Source: an optimization exercise on an open RTL-to-GDS flow (aim: small area). Production flows keep margins and buffers that such runs may drop.
In this exercise RTL edits were held to simulation tests only and were not proved equivalent to the original.
No activity file was given, so power comes from the tool's default toggle rates.

==> module gpio_top, before the edit <==
module gpio_top
(
   input  logic                          PCLK,
   input  logic                          PRESETN,
   input  logic                          psel_i,
   input  logic                          penable_i,
   input  logic                          pwrite_i,
   input  logic [gpio_pkg::ADDR_W-1:0]   paddr_i,
   input  logic [gpio_pkg::DATA_W-1:0]   pwdata_i,
   input  gpio_pkg::pins_t               gpio_in_i,
   output logic [gpio_pkg::DATA_W-1:0]   prdata_o,
   output logic                          pready_o,
   output logic                          pslverr_o,
   output gpio_pkg::pins_t               gpio_out_o,
   output gpio_pkg::pins_t               gpio_oe_o,
   output gpio_pkg::pins_t               int_o,
   output logic                          int_or_o
);
   logic [7:0]   cfg_q [32];
   logic [31:0]  gpout_q;
   logic [31:0]  irq_n_q;
   logic [31:0]  irq_q;
   logic [31:0]  flag_n_q;
   logic [31:0]  s2;
   logic [31:0]  s3;
   logic         wr_en;
   logic         cfg_hit;
   logic [31:0]  pin_sel;
   logic [31:0]  cfg_we;
   logic [7:0]   wcfg;
   logic [7:0]   cfg_rd;
   logic         type_chg;
   logic         irq_wr;
   logic         irq_clr_any;
   logic [31:0]  lvl_int;
   logic [31:0]  set;
   logic [31:0]  gpin;
   assign irq_q = ~irq_n_q;
   assign pready_o  = 1'b1;
   assign pslverr_o = 1'b0;
   gpio_in_sync i_gpio_in_sync
   (
      .PCLK       (PCLK),
      .PRESETN    (PRESETN),
      .gpio_in_i  (gpio_in_i),
      .s2_o       (s2),
      .s3_o       (s3)
   );
   assign wr_en   = psel_i & penable_i & pwrite_i;
   assign cfg_hit = (paddr_i <= 8'h7C);
   always_comb
      for (int i = 0; i < 32; i++)
      begin
         pin_sel[i] = cfg_hit & (paddr_i[6:2] == 5'(i));
         cfg_we[i]  = wr_en & pin_sel[i];
      end
   assign wcfg = {gpio_pkg::type_enc(pwdata_i[7:5]), pwdata_i[4:0]};
   always_ff @(posedge PCLK or negedge PRESETN)
      if (!PRESETN)
         for (int i = 0; i < 32; i++)
            cfg_q[i] <= '0;
      else
         for (int i = 0; i < 32; i++)
            if (cfg_we[i])
               cfg_q[i] <= wcfg;
   always_ff @(posedge PCLK or negedge PRESETN)
      if (!PRESETN)
         gpout_q <= '0;
      else if (wr_en && (paddr_i == 8'hA0))
         gpout_q <= pwdata_i;
   always_comb
   begin
      cfg_rd = '0;
      for (int i = 0; i < 32; i++)
         cfg_rd = cfg_rd | (pin_sel[i] ? cfg_q[i] : 8'h00);
   end
   assign type_chg = ~wcfg[3] | wcfg[5] | (wcfg[7:6] != cfg_rd[7:6]);
   assign irq_wr      = wr_en & (paddr_i == 8'h80);
   assign irq_clr_any = irq_wr & (|pwdata_i);
   always_comb
      for (int i = 0; i < 32; i++)
      begin
         lvl_int[i] = cfg_q[i][3] & ~cfg_q[i][7] & ~cfg_q[i][6] & (s3[i] ^ cfg_q[i][5]);
         set[i]     = cfg_q[i][3] & ~cfg_q[i][5] &
                      ((cfg_q[i][7] & s2[i] & ~s3[i]) | (cfg_q[i][6] & ~s2[i] & s3[i]));
         int_o[i]   = ~flag_n_q[i] | lvl_int[i];
         gpio_out_o[i] = gpout_q[i] & cfg_q[i][0];
         gpio_oe_o[i]  = cfg_q[i][2] & cfg_q[i][0];
         gpin[i]       = s3[i] & cfg_q[i][1];
      end
   assign int_or_o = |int_o;
   always_ff @(posedge PCLK or negedge PRESETN)
      if (!PRESETN)
         flag_n_q <= '1;
      else
         for (int i = 0; i < 32; i++)
            flag_n_q[i] <= ~(~(cfg_we[i] & type_chg) &
                             (set[i] | (~flag_n_q[i] & ~(irq_wr & pwdata_i[i]))));
   always_ff @(posedge PCLK or negedge PRESETN)
      if (!PRESETN)
         irq_n_q <= '1;
      else if (irq_clr_any)
         irq_n_q <= ~(irq_q & ~pwdata_i);
      else
         irq_n_q <= ~int_o;
   always_comb
   begin
      prdata_o = {24'h0, cfg_rd[4:0]} | {24'h0, gpio_pkg::type_dec(cfg_rd[7:5]), 5'h0};
      case (paddr_i)
         8'h80:   prdata_o = irq_q;
         8'h90:   prdata_o = gpin;
         8'hA0:   prdata_o = gpout_q;
         default: ;
      endcase
   end
endmodule
==> flow/config.mk <==
export PLATFORM = sky130hd
export DESIGN_NAME = gpio_top
export DESIGN_NICKNAME = gpio_top
export VERILOG_FILES = /design/flow/design.v
export SDC_FILE = /design/flow/constraint.sdc
export NUM_CORES = 4
export LEC_CHECK = 0
export ABC_AREA = 1
export CAP_MARGIN = 0
export CORE_MARGIN = 2
export CORE_UTILIZATION = 60
export SLEW_MARGIN = 0
==> flow/constraint.sdc <==
create_clock -name core_clock -period 10.0 [get_ports {PCLK}]
set_input_delay 2.0000 -clock core_clock [delete_from_list [all_inputs] [get_ports {PCLK}]]
set_output_delay 2.0000 -clock core_clock [all_outputs]
set_load 0.01 [all_outputs]
standard.sh (not shown) runs the stock make flow with config.mk's settings and CLKGATE_MAP_FILE= SYNTH_SCRIPT=/design/flow/synth_recipe.tcl, a recipe that flattens the netlist after the stock synthesis.
==> flow/flow/run.sh <==
#!/bin/bash
# Standard ORFS layout (standard.sh) with these changes:
#  - synthesis maps the logic with flow/abc_area.script (ABC_AREA=1 picks it up);
#    the rest of synthesis is the standard script, so the registers are the same
#  - after synthesis, flow/mux_a22o.py rewrites 2:1 muxes that share a select as
#    and-or cells with one shared inverter (combinational cells only)
#  - ports are buffered with the smallest buffer (buf_1)
#  - clock tree: larger sink clusters, no dummy loads (flow/cts_args)
set -euo pipefail
W=$(pwd)
R=$W/orfs/results/sky130hd/gpio_top/base
rm -rf "$W/scripts_alt"
cp -r "$FLOW_HOME/scripts" "$W/scripts_alt"
cp "$W/flow/abc_area.script" "$W/scripts_alt/abc_area.script"
bash standard.sh "SCRIPTS_DIR=$W/scripts_alt" synth > "$W/synth.log" 2>&1
cp "$R/1_2_yosys.v" "$W/1_2_yosys_abc.v"
python3 "$W/flow/mux_a22o.py" "$W/1_2_yosys_abc.v" "$R/1_2_yosys.v" > "$W/mux_a22o.log" 2>&1
rm -f "$R/1_synth.odb" "$R/1_synth.sdc"
bash standard.sh synth > "$W/synth_odb.log" 2>&1
bash standard.sh "BUFFER_PORTS_ARGS=-buffer_cell sky130_fd_sc_hd__buf_1" \
   "CTS_ARGS=$(cat "$W/flow/cts_args")" finish > "$W/layout.log" 2>&1
test -f "$W/out/final.def"
Other scripts of this flow, unchanged in this note and not shown: flow/flow/abc_area.script, flow/flow/cts_args, flow/flow/mux_a22o.py
The baseline passed the timing, DRC and antenna checks.
Change:
--- a/flow/design.v
+++ b/flow/design.v
@@ -80,7 +80,6 @@
    logic [7:0]   cfg_q [32];
    logic [31:0]  gpout_q;
-   logic [31:0]  irq_n_q;
    logic [31:0]  irq_q;
-   logic [31:0]  flag_n_q;
+   logic [31:0]  flag_q;
    logic [31:0]  s2;
    logic [31:0]  s3;
@@ -97,5 +96,4 @@
    logic [31:0]  set;
    logic [31:0]  gpin;
-   assign irq_q = ~irq_n_q;
    assign pready_o  = 1'b1;
    assign pslverr_o = 1'b0;
@@ -136,5 +134,5 @@
          cfg_rd = cfg_rd | (pin_sel[i] ? cfg_q[i] : 8'h00);
    end
-   assign type_chg = ~wcfg[3] | wcfg[5] | (wcfg[7:6] != cfg_rd[7:6]);
+   assign type_chg = ~wcfg[3] | (wcfg[7:5] != cfg_rd[7:5]);
    assign irq_wr      = wr_en & (paddr_i == 8'h80);
    assign irq_clr_any = irq_wr & (|pwdata_i);
@@ -145,5 +143,5 @@
          set[i]     = cfg_q[i][3] & ~cfg_q[i][5] &
                       ((cfg_q[i][7] & s2[i] & ~s3[i]) | (cfg_q[i][6] & ~s2[i] & s3[i]));
-         int_o[i]   = ~flag_n_q[i] | lvl_int[i];
+         int_o[i]   = flag_q[i] | lvl_int[i];
          gpio_out_o[i] = gpout_q[i] & cfg_q[i][0];
          gpio_oe_o[i]  = cfg_q[i][2] & cfg_q[i][0];
@@ -153,16 +151,16 @@
    always_ff @(posedge PCLK or negedge PRESETN)
       if (!PRESETN)
-         flag_n_q <= '1;
+         flag_q <= '0;
       else
          for (int i = 0; i < 32; i++)
-            flag_n_q[i] <= ~(~(cfg_we[i] & type_chg) &
-                             (set[i] | (~flag_n_q[i] & ~(irq_wr & pwdata_i[i]))));
+            flag_q[i] <= ~(cfg_we[i] & type_chg) &
+                         (set[i] | (flag_q[i] & ~(irq_wr & pwdata_i[i])));
    always_ff @(posedge PCLK or negedge PRESETN)
       if (!PRESETN)
-         irq_n_q <= '1;
+         irq_q <= '0;
       else if (irq_clr_any)
-         irq_n_q <= ~(irq_q & ~pwdata_i);
+         irq_q <= irq_q & ~pwdata_i;
       else
-         irq_n_q <= ~int_o;
+         irq_q <= int_o;
    always_comb
    begin
The new run completed with no timing, DRC or antenna violations.
Clock skew came out higher by 0.0030 ns.
Worst hold slack degrades by 0.017 ns.
Total power went up by about 0.9%.
Sequential share of layout area falls by 0.96 points.
Synthesized area increases by 1.4%.
Register-to-register slack improves by 0.67 ns.
Sequential power hardly moves.
Cell count went up by about 3.4%.
Combinational power rises by 13%.
Wire length stays flat.
Fmax went down by about 7%.
Global-route usage came out lower by 0.19 points.

The RTL this note starts from:
==> flow/design.v <==
package gpio_pkg;
   localparam int NUM_PINS = 32;
   localparam int DATA_W   = 32;
   localparam int ADDR_W   = 8;
   typedef logic [NUM_PINS-1:0] pins_t;
   function automatic logic [2:0] type_enc(input logic [2:0] t);
      case (t)
         3'd0:    type_enc = 3'b000;
         3'd1:    type_enc = 3'b001;
         3'd2:    type_enc = 3'b100;
         3'd3:    type_enc = 3'b010;
         3'd4:    type_enc = 3'b110;
         3'd5:    type_enc = 3'b101;
         3'd6:    type_enc = 3'b011;
         default: type_enc = 3'b111;
      endcase
   endfunction
   function automatic logic [2:0] type_dec(input logic [2:0] e);
      case (e)
         3'b000:  type_dec = 3'd0;
         3'b001:  type_dec = 3'd1;
         3'b100:  type_dec = 3'd2;
         3'b010:  type_dec = 3'd3;
         3'b110:  type_dec = 3'd4;
         3'b101:  type_dec = 3'd5;
         3'b011:  type_dec = 3'd6;
         default: type_dec = 3'd7;
      endcase
   endfunction
endpackage
`timescale 1ns/1ps
module gpio_in_sync
(
   input  logic        PCLK,
   input  logic        PRESETN,
   input  logic [31:0] gpio_in_i,
   output logic [31:0] s2_o,
   output logic [31:0] s3_o
);
   logic [31:0] stage1_q;
   logic [31:0] stage2_q;
   logic [31:0] stage3_q;
   always_ff @(posedge PCLK or negedge PRESETN)
   begin
      if (!PRESETN)
         stage1_q <= '0;
      else
         stage1_q <= gpio_in_i;
   end
   always_ff @(posedge PCLK)
   begin
      stage2_q <= stage1_q;
      stage3_q <= stage2_q;
   end
   assign s2_o = stage2_q;
   assign s3_o = stage3_q;
endmodule
`timescale 1ns/1ps
module gpio_top
(
   input  logic                          PCLK,
   input  logic                          PRESETN,
   input  logic                          psel_i,
   input  logic                          penable_i,
   input  logic                          pwrite_i,
   input  logic [gpio_pkg::ADDR_W-1:0]   paddr_i,
   input  logic [gpio_pkg::DATA_W-1:0]   pwdata_i,
   input  gpio_pkg::pins_t               gpio_in_i,
   output logic [gpio_pkg::DATA_W-1:0]   prdata_o,
   output logic                          pready_o,
   output logic                          pslverr_o,
   output gpio_pkg::pins_t               gpio_out_o,
   output gpio_pkg::pins_t               gpio_oe_o,
   output gpio_pkg::pins_t               int_o,
   output logic                          int_or_o
);
   logic [7:0]   cfg_q [32];
   logic [31:0]  gpout_q;
   logic [31:0]  gpout_d_q;
   logic         gpout_vld_q;
   logic         gpout_we;
   logic [31:0]  irq_d_q;
   logic         irq_vld_q;
   logic [31:0]  irq_q;
   logic [31:0]  flag_n_q;
   logic [31:0]  s2;
   logic [31:0]  s3;
   logic         wr_en;
   logic         cfg_hit;
   logic [31:0]  pin_sel;
   logic [31:0]  cfg_we;
   logic [7:0]   wcfg;
   logic [7:0]   cfg_rd;
   logic         type_chg;
   logic         irq_wr;
   logic         irq_clr_any;
   logic [31:0]  lvl_int;
   logic [31:0]  set;
   logic [31:0]  gpin;
   assign irq_q = irq_d_q & {32{irq_vld_q}};
   assign pready_o  = 1'b1;
   assign pslverr_o = 1'b0;
   gpio_in_sync i_gpio_in_sync
   (
      .PCLK       (PCLK),
      .PRESETN    (PRESETN),
      .gpio_in_i  (gpio_in_i),
      .s2_o       (s2),
      .s3_o       (s3)
   );
   assign wr_en   = psel_i & penable_i & pwrite_i;
   assign cfg_hit = (paddr_i <= 8'h7C);
   always_comb
      for (int i = 0; i < 32; i++)
      begin
         pin_sel[i] = cfg_hit & (paddr_i[6:2] == 5'(i));
         cfg_we[i]  = wr_en & pin_sel[i];
      end
   assign wcfg = {gpio_pkg::type_enc(pwdata_i[7:5]), pwdata_i[4:0]};
   always_ff @(posedge PCLK or negedge PRESETN)
      if (!PRESETN)
         for (int i = 0; i < 32; i++)
            cfg_q[i] <= '0;
      else
         for (int i = 0; i < 32; i++)
            if (cfg_we[i])
               cfg_q[i] <= wcfg;
   always_ff @(posedge PCLK)
      if (gpout_we)
         gpout_d_q <= pwdata_i;
   always_ff @(posedge PCLK or negedge PRESETN)
      if (!PRESETN)
         gpout_vld_q <= 1'b0;
      else if (gpout_we)
         gpout_vld_q <= 1'b1;
   assign gpout_q = gpout_d_q & {32{gpout_vld_q}};
   always_comb
   begin
      cfg_rd = '0;
      for (int i = 0; i < 32; i++)
         cfg_rd = cfg_rd | (pin_sel[i] ? cfg_q[i] : 8'h00);
   end
   assign type_chg = ~wcfg[3] | wcfg[5] | (wcfg[7:6] != cfg_rd[7:6]);
   assign irq_wr      = wr_en & (paddr_i == 8'h80);
   assign gpout_we    = wr_en & (paddr_i == 8'hA0);
   assign irq_clr_any = irq_wr & (|pwdata_i);
   always_comb
      for (int i = 0; i < 32; i++)
      begin
         lvl_int[i] = ~cfg_q[i][7] & ~cfg_q[i][6] & (s3[i] ^ cfg_q[i][5]);
         set[i]     = cfg_q[i][3] & ~cfg_q[i][5] &
                      ((cfg_q[i][7] & s2[i] & ~s3[i]) | (cfg_q[i][6] & ~s2[i] & s3[i]));
         int_o[i]   = cfg_q[i][3] & (~flag_n_q[i] | lvl_int[i]);
         gpio_out_o[i] = gpout_q[i] & cfg_q[i][0];
         gpio_oe_o[i]  = cfg_q[i][2] & cfg_q[i][0];
         gpin[i]       = s3[i] & cfg_q[i][1];
      end
   assign int_or_o = |int_o;
   always_ff @(posedge PCLK)
      for (int i = 0; i < 32; i++)
         flag_n_q[i] <= ~(cfg_q[i][3] & ~(cfg_we[i] & type_chg) &
                          (set[i] | (~flag_n_q[i] & ~(irq_wr & pwdata_i[i]))));
   always_ff @(posedge PCLK)
      if (irq_clr_any)
         irq_d_q <= irq_q & ~pwdata_i;
      else
         irq_d_q <= int_o;
   always_ff @(posedge PCLK or negedge PRESETN)
      if (!PRESETN)
         irq_vld_q <= 1'b0;
      else if (!irq_clr_any)
         irq_vld_q <= 1'b1;
   always_comb
   begin
      prdata_o = {24'h0, cfg_rd[4:0]} | {24'h0, gpio_pkg::type_dec(cfg_rd[7:5]), 5'h0};
      case (paddr_i)
         8'h80:   prdata_o = irq_q;
         8'h90:   prdata_o = gpin;
         8'hA0:   prdata_o = gpout_q;
         default: ;
      endcase
   end
endmodule
clock: 10.0 ns
lec_check: 0
abc_area: 1
cap_margin: 0
core_margin: 2
core_utilization: 60
slew_margin: 0
Scripts as last shown in full above: flow/flow/run.sh
Other scripts of this flow, unchanged in this note and not shown: flow/flow/abc_area.script, flow/flow/cts_args, flow/flow/mux_a22o.py
Edit:
--- a/flow/design.v
+++ b/flow/design.v
@@ -76,11 +76,7 @@
 );
    logic [7:0]   cfg_q [32];
    logic [31:0]  gpout_q;
-   logic [31:0]  gpout_d_q;
-   logic         gpout_vld_q;
-   logic         gpout_we;
-   logic [31:0]  irq_d_q;
-   logic         irq_vld_q;
+   logic [31:0]  irq_n_q;
    logic [31:0]  irq_q;
    logic [31:0]  flag_n_q;
    logic [31:0]  s2;
@@ -97,7 +93,7 @@
    logic [31:0]  lvl_int;
    logic [31:0]  set;
    logic [31:0]  gpin;
-   assign irq_q = irq_d_q & {32{irq_vld_q}};
+   assign irq_q = ~irq_n_q;
    assign pready_o  = 1'b1;
    assign pslverr_o = 1'b0;
    gpio_in_sync i_gpio_in_sync
@@ -125,15 +121,11 @@
          for (int i = 0; i < 32; i++)
             if (cfg_we[i])
                cfg_q[i] <= wcfg;
-   always_ff @(posedge PCLK)
-      if (gpout_we)
-         gpout_d_q <= pwdata_i;
    always_ff @(posedge PCLK or negedge PRESETN)
       if (!PRESETN)
-         gpout_vld_q <= 1'b0;
-      else if (gpout_we)
-         gpout_vld_q <= 1'b1;
-   assign gpout_q = gpout_d_q & {32{gpout_vld_q}};
+         gpout_q <= '0;
+      else if (wr_en && (paddr_i == 8'hA0))
+         gpout_q <= pwdata_i;
    always_comb
    begin
       cfg_rd = '0;
@@ -142,34 +134,33 @@
    end
    assign type_chg = ~wcfg[3] | wcfg[5] | (wcfg[7:6] != cfg_rd[7:6]);
    assign irq_wr      = wr_en & (paddr_i == 8'h80);
-   assign gpout_we    = wr_en & (paddr_i == 8'hA0);
    assign irq_clr_any = irq_wr & (|pwdata_i);
    always_comb
       for (int i = 0; i < 32; i++)
       begin
-         lvl_int[i] = ~cfg_q[i][7] & ~cfg_q[i][6] & (s3[i] ^ cfg_q[i][5]);
+         lvl_int[i] = cfg_q[i][3] & ~cfg_q[i][7] & ~cfg_q[i][6] & (s3[i] ^ cfg_q[i][5]);
          set[i]     = cfg_q[i][3] & ~cfg_q[i][5] &
                       ((cfg_q[i][7] & s2[i] & ~s3[i]) | (cfg_q[i][6] & ~s2[i] & s3[i]));
-         int_o[i]   = cfg_q[i][3] & (~flag_n_q[i] | lvl_int[i]);
+         int_o[i]   = ~flag_n_q[i] | lvl_int[i];
          gpio_out_o[i] = gpout_q[i] & cfg_q[i][0];
          gpio_oe_o[i]  = cfg_q[i][2] & cfg_q[i][0];
          gpin[i]       = s3[i] & cfg_q[i][1];
       end
    assign int_or_o = |int_o;
-   always_ff @(posedge PCLK)
-      for (int i = 0; i < 32; i++)
-         flag_n_q[i] <= ~(cfg_q[i][3] & ~(cfg_we[i] & type_chg) &
-                          (set[i] | (~flag_n_q[i] & ~(irq_wr & pwdata_i[i]))));
-   always_ff @(posedge PCLK)
-      if (irq_clr_any)
-         irq_d_q <= irq_q & ~pwdata_i;
-      else
-         irq_d_q <= int_o;
    always_ff @(posedge PCLK or negedge PRESETN)
       if (!PRESETN)
-         irq_vld_q <= 1'b0;
-      else if (!irq_clr_any)
-         irq_vld_q <= 1'b1;
+         flag_n_q <= '1;
+      else
+         for (int i = 0; i < 32; i++)
+            flag_n_q[i] <= ~(~(cfg_we[i] & type_chg) &
+                             (set[i] | (~flag_n_q[i] & ~(irq_wr & pwdata_i[i]))));
+   always_ff @(posedge PCLK or negedge PRESETN)
+      if (!PRESETN)
+         irq_n_q <= '1;
+      else if (irq_clr_any)
+         irq_n_q <= ~(irq_q & ~pwdata_i);
+      else
+         irq_n_q <= ~int_o;
    always_comb
    begin
       prdata_o = {24'h0, cfg_rd[4:0]} | {24'h0, gpio_pkg::type_dec(cfg_rd[7:5]), 5'h0};
=> Core utilization came out lower by 0.49 points. Worst setup slack degrades by 0.067 ns. First-iteration DRC count is lower by about a fifth. Routed wire length went down slightly. Cell area rises slightly. Total power went down slightly. Clock-buffer cell count stays the same. Die area goes up slightly. Synthesized area increases slightly. Combinational power shrinks by a few percent.

## port drivers added, routing unchanged
In the flow no input, the clock included, has a driving cell. The finished layouts below were timed again as built, in two steps. Step 1, drivers: a clkbuf_16 drives PCLK and a buf_2 each remaining input, both assumed. Step 2, shift: input delay + t, output delay - t, t = (earliest + latest rising clock arrival at the registers) / 2. This alone moves slack from input paths to output paths. a / b / c = ideal ports / drivers / drivers and shift; a / b = the first two.
| run | t, ns | setup WS [ns] | slew at the worst register clock pin (ns) |
|---|---|---|---|
| the first run of note 1 | 0.605 | 2.687 / 2.661 / 2.661 | 0.10 / 0.10 |
| the second run of note 1 | 0.605 | 2.143 / 2.086 / 2.086 | 0.10 / 0.10 |
| the first run of note 2 | 0.595 | 2.741 / 2.645 / 2.645 | 0.11 / 0.11 |
| the second run of note 2 | 0.599 | 2.674 / 2.646 / 2.646 | 0.11 / 0.11 |
After both steps setup and hold are still met in every run listed. For the first run of note 2, which loses most, drivers alone change the setup slack by -0.096 ns; drivers and shift together by -0.096 ns.
